From an optimization exercise on the open Yosys and OpenROAD flow, aimed at small area and a short achievable clock period; shortcuts taken in it are not production practice.
The RTL was checked by simulation tests, not by an equivalence proof against the original design.
Power and IR drop assume default switching activity.

## run 1
==> flow/design.v (excerpt) <==
module mc_rf_top #(
	parameter int NUM_CS = 8
) (
	input  logic clk,
	input  logic rst,
	input  logic bus_cyc_i,
	input  logic bus_stb_i,
	input  logic bus_we_i,
	input  logic [31:0] bus_addr_i,
	input  logic [mc_pkg::DATA_W-1:0] bus_data_i,
	input  logic mc_sts_i,
	input  logic cs_le_i,
	input  logic init_ack_i,
	input  logic lmr_ack_i,
	output logic ack_o,
	output logic [mc_pkg::DATA_W-1:0] rd_data_o,
	output logic wp_err_o,
	output logic [mc_pkg::MAX_CS-1:0] cs_o,
	output logic [mc_pkg::DATA_W-1:0] csc_sel_o,
	output logic [mc_pkg::DATA_W-1:0] tms_sel_o,
	output logic [mc_pkg::MAX_CS-1:0] cs_need_rfr_o,
	output logic [2:0] ref_int_o,
	output logic [7:0] rfr_ps_val_o,
	output logic mc_vpen_o,
	output logic fs_o,
	output logic init_req_o,
	output logic lmr_req_o,
	output logic [mc_pkg::MAX_CS-1:0] spec_req_cs_o
);
Size: roughly 2100 cells after synthesis, ~710 flip-flops, roughly 210 I/O pins, roughly 30000 um2 of cells after synthesis.
==> flow/config.mk <==
export PLATFORM = sky130hd
export DESIGN_NAME = mc_rf_top
export DESIGN_NICKNAME = mc_rf_top
export VERILOG_FILES = /design/flow/design.v
export SDC_FILE = /design/flow/constraint.sdc
export NUM_CORES = 4
export LEC_CHECK = 0
export CAP_MARGIN = 20
export CORE_MARGIN = 2
export CORE_UTILIZATION = 60
export CTS_BUF_LIST = sky130_fd_sc_hd__clkbuf_16
export CTS_CLUSTER_DIAMETER = 60
export CTS_CLUSTER_SIZE = 20
export SETUP_SLACK_MARGIN = 3.9
export SLEW_MARGIN = 20
==> flow/constraint.sdc <==
create_clock -name core_clock -period 7.0 [get_ports {clk}]
set_input_delay 1.4000 -clock core_clock [delete_from_list [all_inputs] [get_ports {clk}]]
set_output_delay 1.4000 -clock core_clock [all_outputs]
set_load 0.01 [all_outputs]
standard.sh (not shown) runs the stock make flow with config.mk's settings and CLKGATE_MAP_FILE= SYNTH_SCRIPT=/design/flow/synth_recipe.tcl, a recipe that flattens the netlist after the stock synthesis.
==> flow/flow/run.sh <==
#!/bin/bash
# Standard ORFS layout (standard synthesis script), with resizing free to
# change cell footprints, plain buffers on the ports, and the slow
# single-size a222oi cell kept out of mapping and resizing.
set -euo pipefail
DU="$(cat flow/dont_use.txt)"
bash standard.sh MATCH_CELL_FOOTPRINT=0 "BUFFER_PORTS_ARGS=-buffer_cell sky130_fd_sc_hd__buf_2" "DONT_USE_CELLS=$DU" finish > standard.log 2>&1
==> flow/flow/dont_use.txt <==
sky130_fd_sc_hd__probe_p_8 sky130_fd_sc_hd__probec_p_8 sky130_fd_sc_hd__lpflow_bleeder_1 sky130_fd_sc_hd__lpflow_clkbufkapwr_1 sky130_fd_sc_hd__lpflow_clkbufkapwr_16 sky130_fd_sc_hd__lpflow_clkbufkapwr_2 sky130_fd_sc_hd__lpflow_clkbufkapwr_4 sky130_fd_sc_hd__lpflow_clkbufkapwr_8 sky130_fd_sc_hd__lpflow_clkinvkapwr_1 sky130_fd_sc_hd__lpflow_clkinvkapwr_16 sky130_fd_sc_hd__lpflow_clkinvkapwr_2 sky130_fd_sc_hd__lpflow_clkinvkapwr_4 sky130_fd_sc_hd__lpflow_clkinvkapwr_8 sky130_fd_sc_hd__lpflow_decapkapwr_12 sky130_fd_sc_hd__lpflow_decapkapwr_3 sky130_fd_sc_hd__lpflow_decapkapwr_4 sky130_fd_sc_hd__lpflow_decapkapwr_6 sky130_fd_sc_hd__lpflow_decapkapwr_8 sky130_fd_sc_hd__lpflow_inputiso0n_1 sky130_fd_sc_hd__lpflow_inputiso0p_1 sky130_fd_sc_hd__lpflow_inputiso1n_1 sky130_fd_sc_hd__lpflow_inputiso1p_1 sky130_fd_sc_hd__lpflow_inputisolatch_1 sky130_fd_sc_hd__lpflow_isobufsrc_1 sky130_fd_sc_hd__lpflow_isobufsrc_16 sky130_fd_sc_hd__lpflow_isobufsrc_2 sky130_fd_sc_hd__lpflow_isobufsrc_4 sky130_fd_sc_hd__lpflow_isobufsrc_8 sky130_fd_sc_hd__lpflow_isobufsrckapwr_16 sky130_fd_sc_hd__lpflow_lsbuf_lh_hl_isowell_tap_1 sky130_fd_sc_hd__lpflow_lsbuf_lh_hl_isowell_tap_2 sky130_fd_sc_hd__lpflow_lsbuf_lh_hl_isowell_tap_4 sky130_fd_sc_hd__lpflow_lsbuf_lh_isowell_4 sky130_fd_sc_hd__lpflow_lsbuf_lh_isowell_tap_1 sky130_fd_sc_hd__lpflow_lsbuf_lh_isowell_tap_2 sky130_fd_sc_hd__lpflow_lsbuf_lh_isowell_tap_4 sky130_fd_sc_hd__a222oi_1
Run 1 has completed all stages; timing, DRC and antenna checks passed.
The inputs of run 2 differ from those of run 1 as listed below.
# run 1
export LEC_CHECK = 0
export CAP_MARGIN = 20
export CORE_MARGIN = 2
export CORE_UTILIZATION = 60
export CTS_BUF_LIST = sky130_fd_sc_hd__clkbuf_16
export CTS_CLUSTER_DIAMETER = 60
export CTS_CLUSTER_SIZE = 20
export SETUP_SLACK_MARGIN = 3.9
export SLEW_MARGIN = 20
create_clock -name core_clock -period 7.0 [get_ports {clk}]
# run 2
export LEC_CHECK = 0
export CAP_MARGIN = 20
export CORE_MARGIN = 2
export CORE_UTILIZATION = 60
export CTS_BUF_LIST = sky130_fd_sc_hd__clkbuf_8
export CTS_CLUSTER_SIZE = 30
export SETUP_SLACK_MARGIN = 4.2
export SLEW_MARGIN = 20
create_clock -name core_clock -period 7.0 [get_ports {clk}]
==> flow/flow/run.sh <==
#!/bin/bash
# Standard ORFS layout, with resizing free to change cell footprints and
# plain buffers on the ports.
set -euo pipefail
bash standard.sh MATCH_CELL_FOOTPRINT=0 "BUFFER_PORTS_ARGS=-buffer_cell sky130_fd_sc_hd__buf_2" finish > standard.log 2>&1
removed: flow/flow/dont_use.txt
- Going from run 1 to run 2, the share of final layout cell area taken by clock buffers and inverters was found to have gone up by 1.8 points.
- Going from run 1 to run 2, the global routing met2 resource utilization was found to have gone up by 2.3 points.
- Looking at worst setup slack across both flows, run 2 is the weaker of the two, with run 1 ahead.
- Looking at via count normalized by instance count, run 2 sits about 1.3% lower than run 1 does.
- Run 2 against run 1: routed wire length saw an increase, final antenna diode count saw a decrease, data arrival time of the critical path saw an increase.
- Run 1 → run 2: worst hold margin neither gained nor lost much, fraction of the cycle the final worst path needs went up.
diff inputs: run 2 => run 3
# run 2
export LEC_CHECK = 0
export CAP_MARGIN = 20
export CORE_MARGIN = 2
export CORE_UTILIZATION = 60
export CTS_BUF_LIST = sky130_fd_sc_hd__clkbuf_8
export CTS_CLUSTER_SIZE = 30
export SETUP_SLACK_MARGIN = 4.2
export SLEW_MARGIN = 20
create_clock -name core_clock -period 7.0 [get_ports {clk}]
# run 3
export LEC_CHECK = 0
export CAP_MARGIN = 20
export CORE_MARGIN = 2
export CORE_UTILIZATION = 60
export CTS_BUF_LIST = sky130_fd_sc_hd__clkbuf_8
export CTS_CLUSTER_DIAMETER = 60
export CTS_CLUSTER_SIZE = 14
export SETUP_SLACK_MARGIN = 3.7
export SLEW_MARGIN = 20
create_clock -name core_clock -period 7.0 [get_ports {clk}]
==> flow/flow/run.sh <==
#!/bin/bash
# Standard ORFS layout (standard synthesis script), with resizing free to
# change cell footprints, plain buffers on the ports, and the slow
# single-size a222oi cell kept out of mapping and resizing.
set -euo pipefail
DU="$(cat flow/dont_use.txt)"
bash standard.sh MATCH_CELL_FOOTPRINT=0 "BUFFER_PORTS_ARGS=-buffer_cell sky130_fd_sc_hd__buf_2" "DONT_USE_CELLS=$DU" finish > standard.log 2>&1
==> flow/flow/dont_use.txt (new file) <==
sky130_fd_sc_hd__probe_p_8 sky130_fd_sc_hd__probec_p_8 sky130_fd_sc_hd__lpflow_bleeder_1 sky130_fd_sc_hd__lpflow_clkbufkapwr_1 sky130_fd_sc_hd__lpflow_clkbufkapwr_16 sky130_fd_sc_hd__lpflow_clkbufkapwr_2 sky130_fd_sc_hd__lpflow_clkbufkapwr_4 sky130_fd_sc_hd__lpflow_clkbufkapwr_8 sky130_fd_sc_hd__lpflow_clkinvkapwr_1 sky130_fd_sc_hd__lpflow_clkinvkapwr_16 sky130_fd_sc_hd__lpflow_clkinvkapwr_2 sky130_fd_sc_hd__lpflow_clkinvkapwr_4 sky130_fd_sc_hd__lpflow_clkinvkapwr_8 sky130_fd_sc_hd__lpflow_decapkapwr_12 sky130_fd_sc_hd__lpflow_decapkapwr_3 sky130_fd_sc_hd__lpflow_decapkapwr_4 sky130_fd_sc_hd__lpflow_decapkapwr_6 sky130_fd_sc_hd__lpflow_decapkapwr_8 sky130_fd_sc_hd__lpflow_inputiso0n_1 sky130_fd_sc_hd__lpflow_inputiso0p_1 sky130_fd_sc_hd__lpflow_inputiso1n_1 sky130_fd_sc_hd__lpflow_inputiso1p_1 sky130_fd_sc_hd__lpflow_inputisolatch_1 sky130_fd_sc_hd__lpflow_isobufsrc_1 sky130_fd_sc_hd__lpflow_isobufsrc_16 sky130_fd_sc_hd__lpflow_isobufsrc_2 sky130_fd_sc_hd__lpflow_isobufsrc_4 sky130_fd_sc_hd__lpflow_isobufsrc_8 sky130_fd_sc_hd__lpflow_isobufsrckapwr_16 sky130_fd_sc_hd__lpflow_lsbuf_lh_hl_isowell_tap_1 sky130_fd_sc_hd__lpflow_lsbuf_lh_hl_isowell_tap_2 sky130_fd_sc_hd__lpflow_lsbuf_lh_hl_isowell_tap_4 sky130_fd_sc_hd__lpflow_lsbuf_lh_isowell_4 sky130_fd_sc_hd__lpflow_lsbuf_lh_isowell_tap_1 sky130_fd_sc_hd__lpflow_lsbuf_lh_isowell_tap_2 sky130_fd_sc_hd__lpflow_lsbuf_lh_isowell_tap_4 sky130_fd_sc_hd__a222oi_1
Findings:
- Delta (run 3 minus run 2): sequential power about even, global routing met2 resource utilization fell 3.2 points, sequential share of layout area rose 5.0 points.
- The capture point of the worst path comes out csc_sel_o[27] in one run and tms_sel_n[0] in the other, namely in run 3 and run 2 respectively.
- In the reports for run 3 and run 2, the smaller global router's overall resource usage belongs to run 3.
- Summary of run 3 over run 2: cell area fell about 8%; static leakage decreased about 11%.
- Run 3 ended up with a higher combinational power share than run 2 did.
- In terms of synthesized area, run 2 and run 3 differ only marginally.
- Compared to run 2, run 3 has switching fraction of total power 0.20 points lower.
What run 4 does differently from run 3 at the input level:
# run 3
export LEC_CHECK = 0
export CAP_MARGIN = 20
export CORE_MARGIN = 2
export CORE_UTILIZATION = 60
export CTS_BUF_LIST = sky130_fd_sc_hd__clkbuf_8
export CTS_CLUSTER_DIAMETER = 60
export CTS_CLUSTER_SIZE = 14
export SETUP_SLACK_MARGIN = 3.7
export SLEW_MARGIN = 20
create_clock -name core_clock -period 7.0 [get_ports {clk}]
# run 4
export LEC_CHECK = 0
export CAP_MARGIN = 20
export CORE_MARGIN = 2
export CORE_UTILIZATION = 60
export CTS_BUF_LIST = sky130_fd_sc_hd__clkbuf_16
export CTS_CLUSTER_DIAMETER = 60
export CTS_CLUSTER_SIZE = 20
export SETUP_SLACK_MARGIN = 3.0
export SLEW_MARGIN = 20
create_clock -name core_clock -period 7.0 [get_ports {clk}]
Results
- [compare] base=run 3 new=run 4: final RePlAce weighted congestion now sits higher, post-layout minimum cycle time now sits higher, final antenna diode count now sits lower, clock share of power now sits higher.
- Proportion of power drawn by combinational gates (higher): run 3
- In the flow results for run 4 and run 3, the initial antenna violation count is smaller on run 4.
- ~same detailed-route vias per instance in run 4 and run 3
- Result: PASS for each of run 4 and run 3
- Final wirelength: run 4 vs run 3 down 4.1%
Relative to run 4, the following input files were edited for run 5:
# run 4
export LEC_CHECK = 0
export CAP_MARGIN = 20
export CORE_MARGIN = 2
export CORE_UTILIZATION = 60
export CTS_BUF_LIST = sky130_fd_sc_hd__clkbuf_16
export CTS_CLUSTER_DIAMETER = 60
export CTS_CLUSTER_SIZE = 20
export SETUP_SLACK_MARGIN = 3.0
export SLEW_MARGIN = 20
create_clock -name core_clock -period 7.0 [get_ports {clk}]
# run 5
export LEC_CHECK = 0
export CAP_MARGIN = 20
export CORE_MARGIN = 2
export CORE_UTILIZATION = 66
export CTS_BUF_LIST = sky130_fd_sc_hd__clkbuf_8
export CTS_CLUSTER_DIAMETER = 60
export CTS_CLUSTER_SIZE = 14
export SETUP_SLACK_MARGIN = 3.7
export SLEW_MARGIN = 20
create_clock -name core_clock -period 7.0 [get_ports {clk}]
[summary]
Run 5 vs. run 4: number of gates resized after CTS rose 27, hold slack increased 0.0052 ns, routed wire length higher, peak per-stage delay on the critical path now sits lower, die area fell 4600 um2. Changes observed in run 5 relative to run 4: clock-net power down about 24%; depth of the most critical reg-to-reg path fell by 3; final instance area has decreased.
diff inputs: run 5 => run 6
# run 5
export LEC_CHECK = 0
export CAP_MARGIN = 20
export CORE_MARGIN = 2
export CORE_UTILIZATION = 66
export CTS_BUF_LIST = sky130_fd_sc_hd__clkbuf_8
export CTS_CLUSTER_DIAMETER = 60
export CTS_CLUSTER_SIZE = 14
export SETUP_SLACK_MARGIN = 3.7
export SLEW_MARGIN = 20
create_clock -name core_clock -period 7.0 [get_ports {clk}]
# run 6
export LEC_CHECK = 0
export CAP_MARGIN = 20
export CORE_MARGIN = 2
export CORE_UTILIZATION = 60
export CTS_BUF_LIST = sky130_fd_sc_hd__clkbuf_16
export CTS_CLUSTER_DIAMETER = 60
export CTS_CLUSTER_SIZE = 20
export SETUP_SLACK_MARGIN = 4.2
export SLEW_MARGIN = 20
create_clock -name core_clock -period 7.0 [get_ports {clk}]
--- outcome ---
Of the two candidates, run 5 has the better HPWL after detailed placement and run 6 the worse one. Any difference in final clock period utilization by the worst path between run 5 and run 6 is small enough to ignore. On post-layout minimum cycle time, run 6 tracks run 5 almost exactly. Comparing run 6 with run 5, the maximum clock rate came out essentially unchanged. On run 6: power of the combinational group is about 14% higher than what run 5 gave. Row cell row count: run 6 higher / run 5 lower. Run 6: number of diodes 6 below run 5. The final setup slack of the worst path of run 5 and that of run 6 are within noise of each other. In the reports for run 6 and run 5, the smaller post-layout instance area belongs to run 5. Die area: lower on run 5.

## re-timing with driven ports
No port has a modelled driver above. Below, the same layouts with a new extraction and two added sets of constraints. Step 1 assumes that a clkbuf_16 drives the clock port and a buf_2 every other input. Step 2 times the ports against the registers' clock, not the clock port: input delays grow and output delays shrink by t, the midpoint of the rising clock arrivals with the driver on. Three values: ideal ports, drivers, drivers and shift; two values: the first two.
run | t, ns | setup slack, ns | clock arrival spread, ns | worst register clock-pin slew, ns
run 1 | 0.689 | 3.740 / 3.681 / 2.992 | 0.032 / 0.032 | 0.09 / 0.09
run 2 | 0.813 | 3.703 / 3.702 / 2.889 | 0.022 / 0.022 | 0.07 / 0.07
run 3 | 0.776 | 3.675 / 3.621 / 2.845 | 0.041 / 0.041 | 0.10 / 0.10
run 4 | 0.682 | 3.056 / 3.081 / 2.399 | 0.050 / 0.050 | 0.09 / 0.09
run 5 | 0.771 | 3.647 / 3.626 / 2.855 | 0.061 / 0.062 | 0.10 / 0.10
run 6 | 0.697 | 3.648 / 3.592 / 2.895 | 0.040 / 0.040 | 0.09 / 0.09
After both steps every run listed still meets setup and hold. For run 3, which loses most, drivers alone change the setup slack by -0.054 ns; drivers and shift together by -0.830 ns.
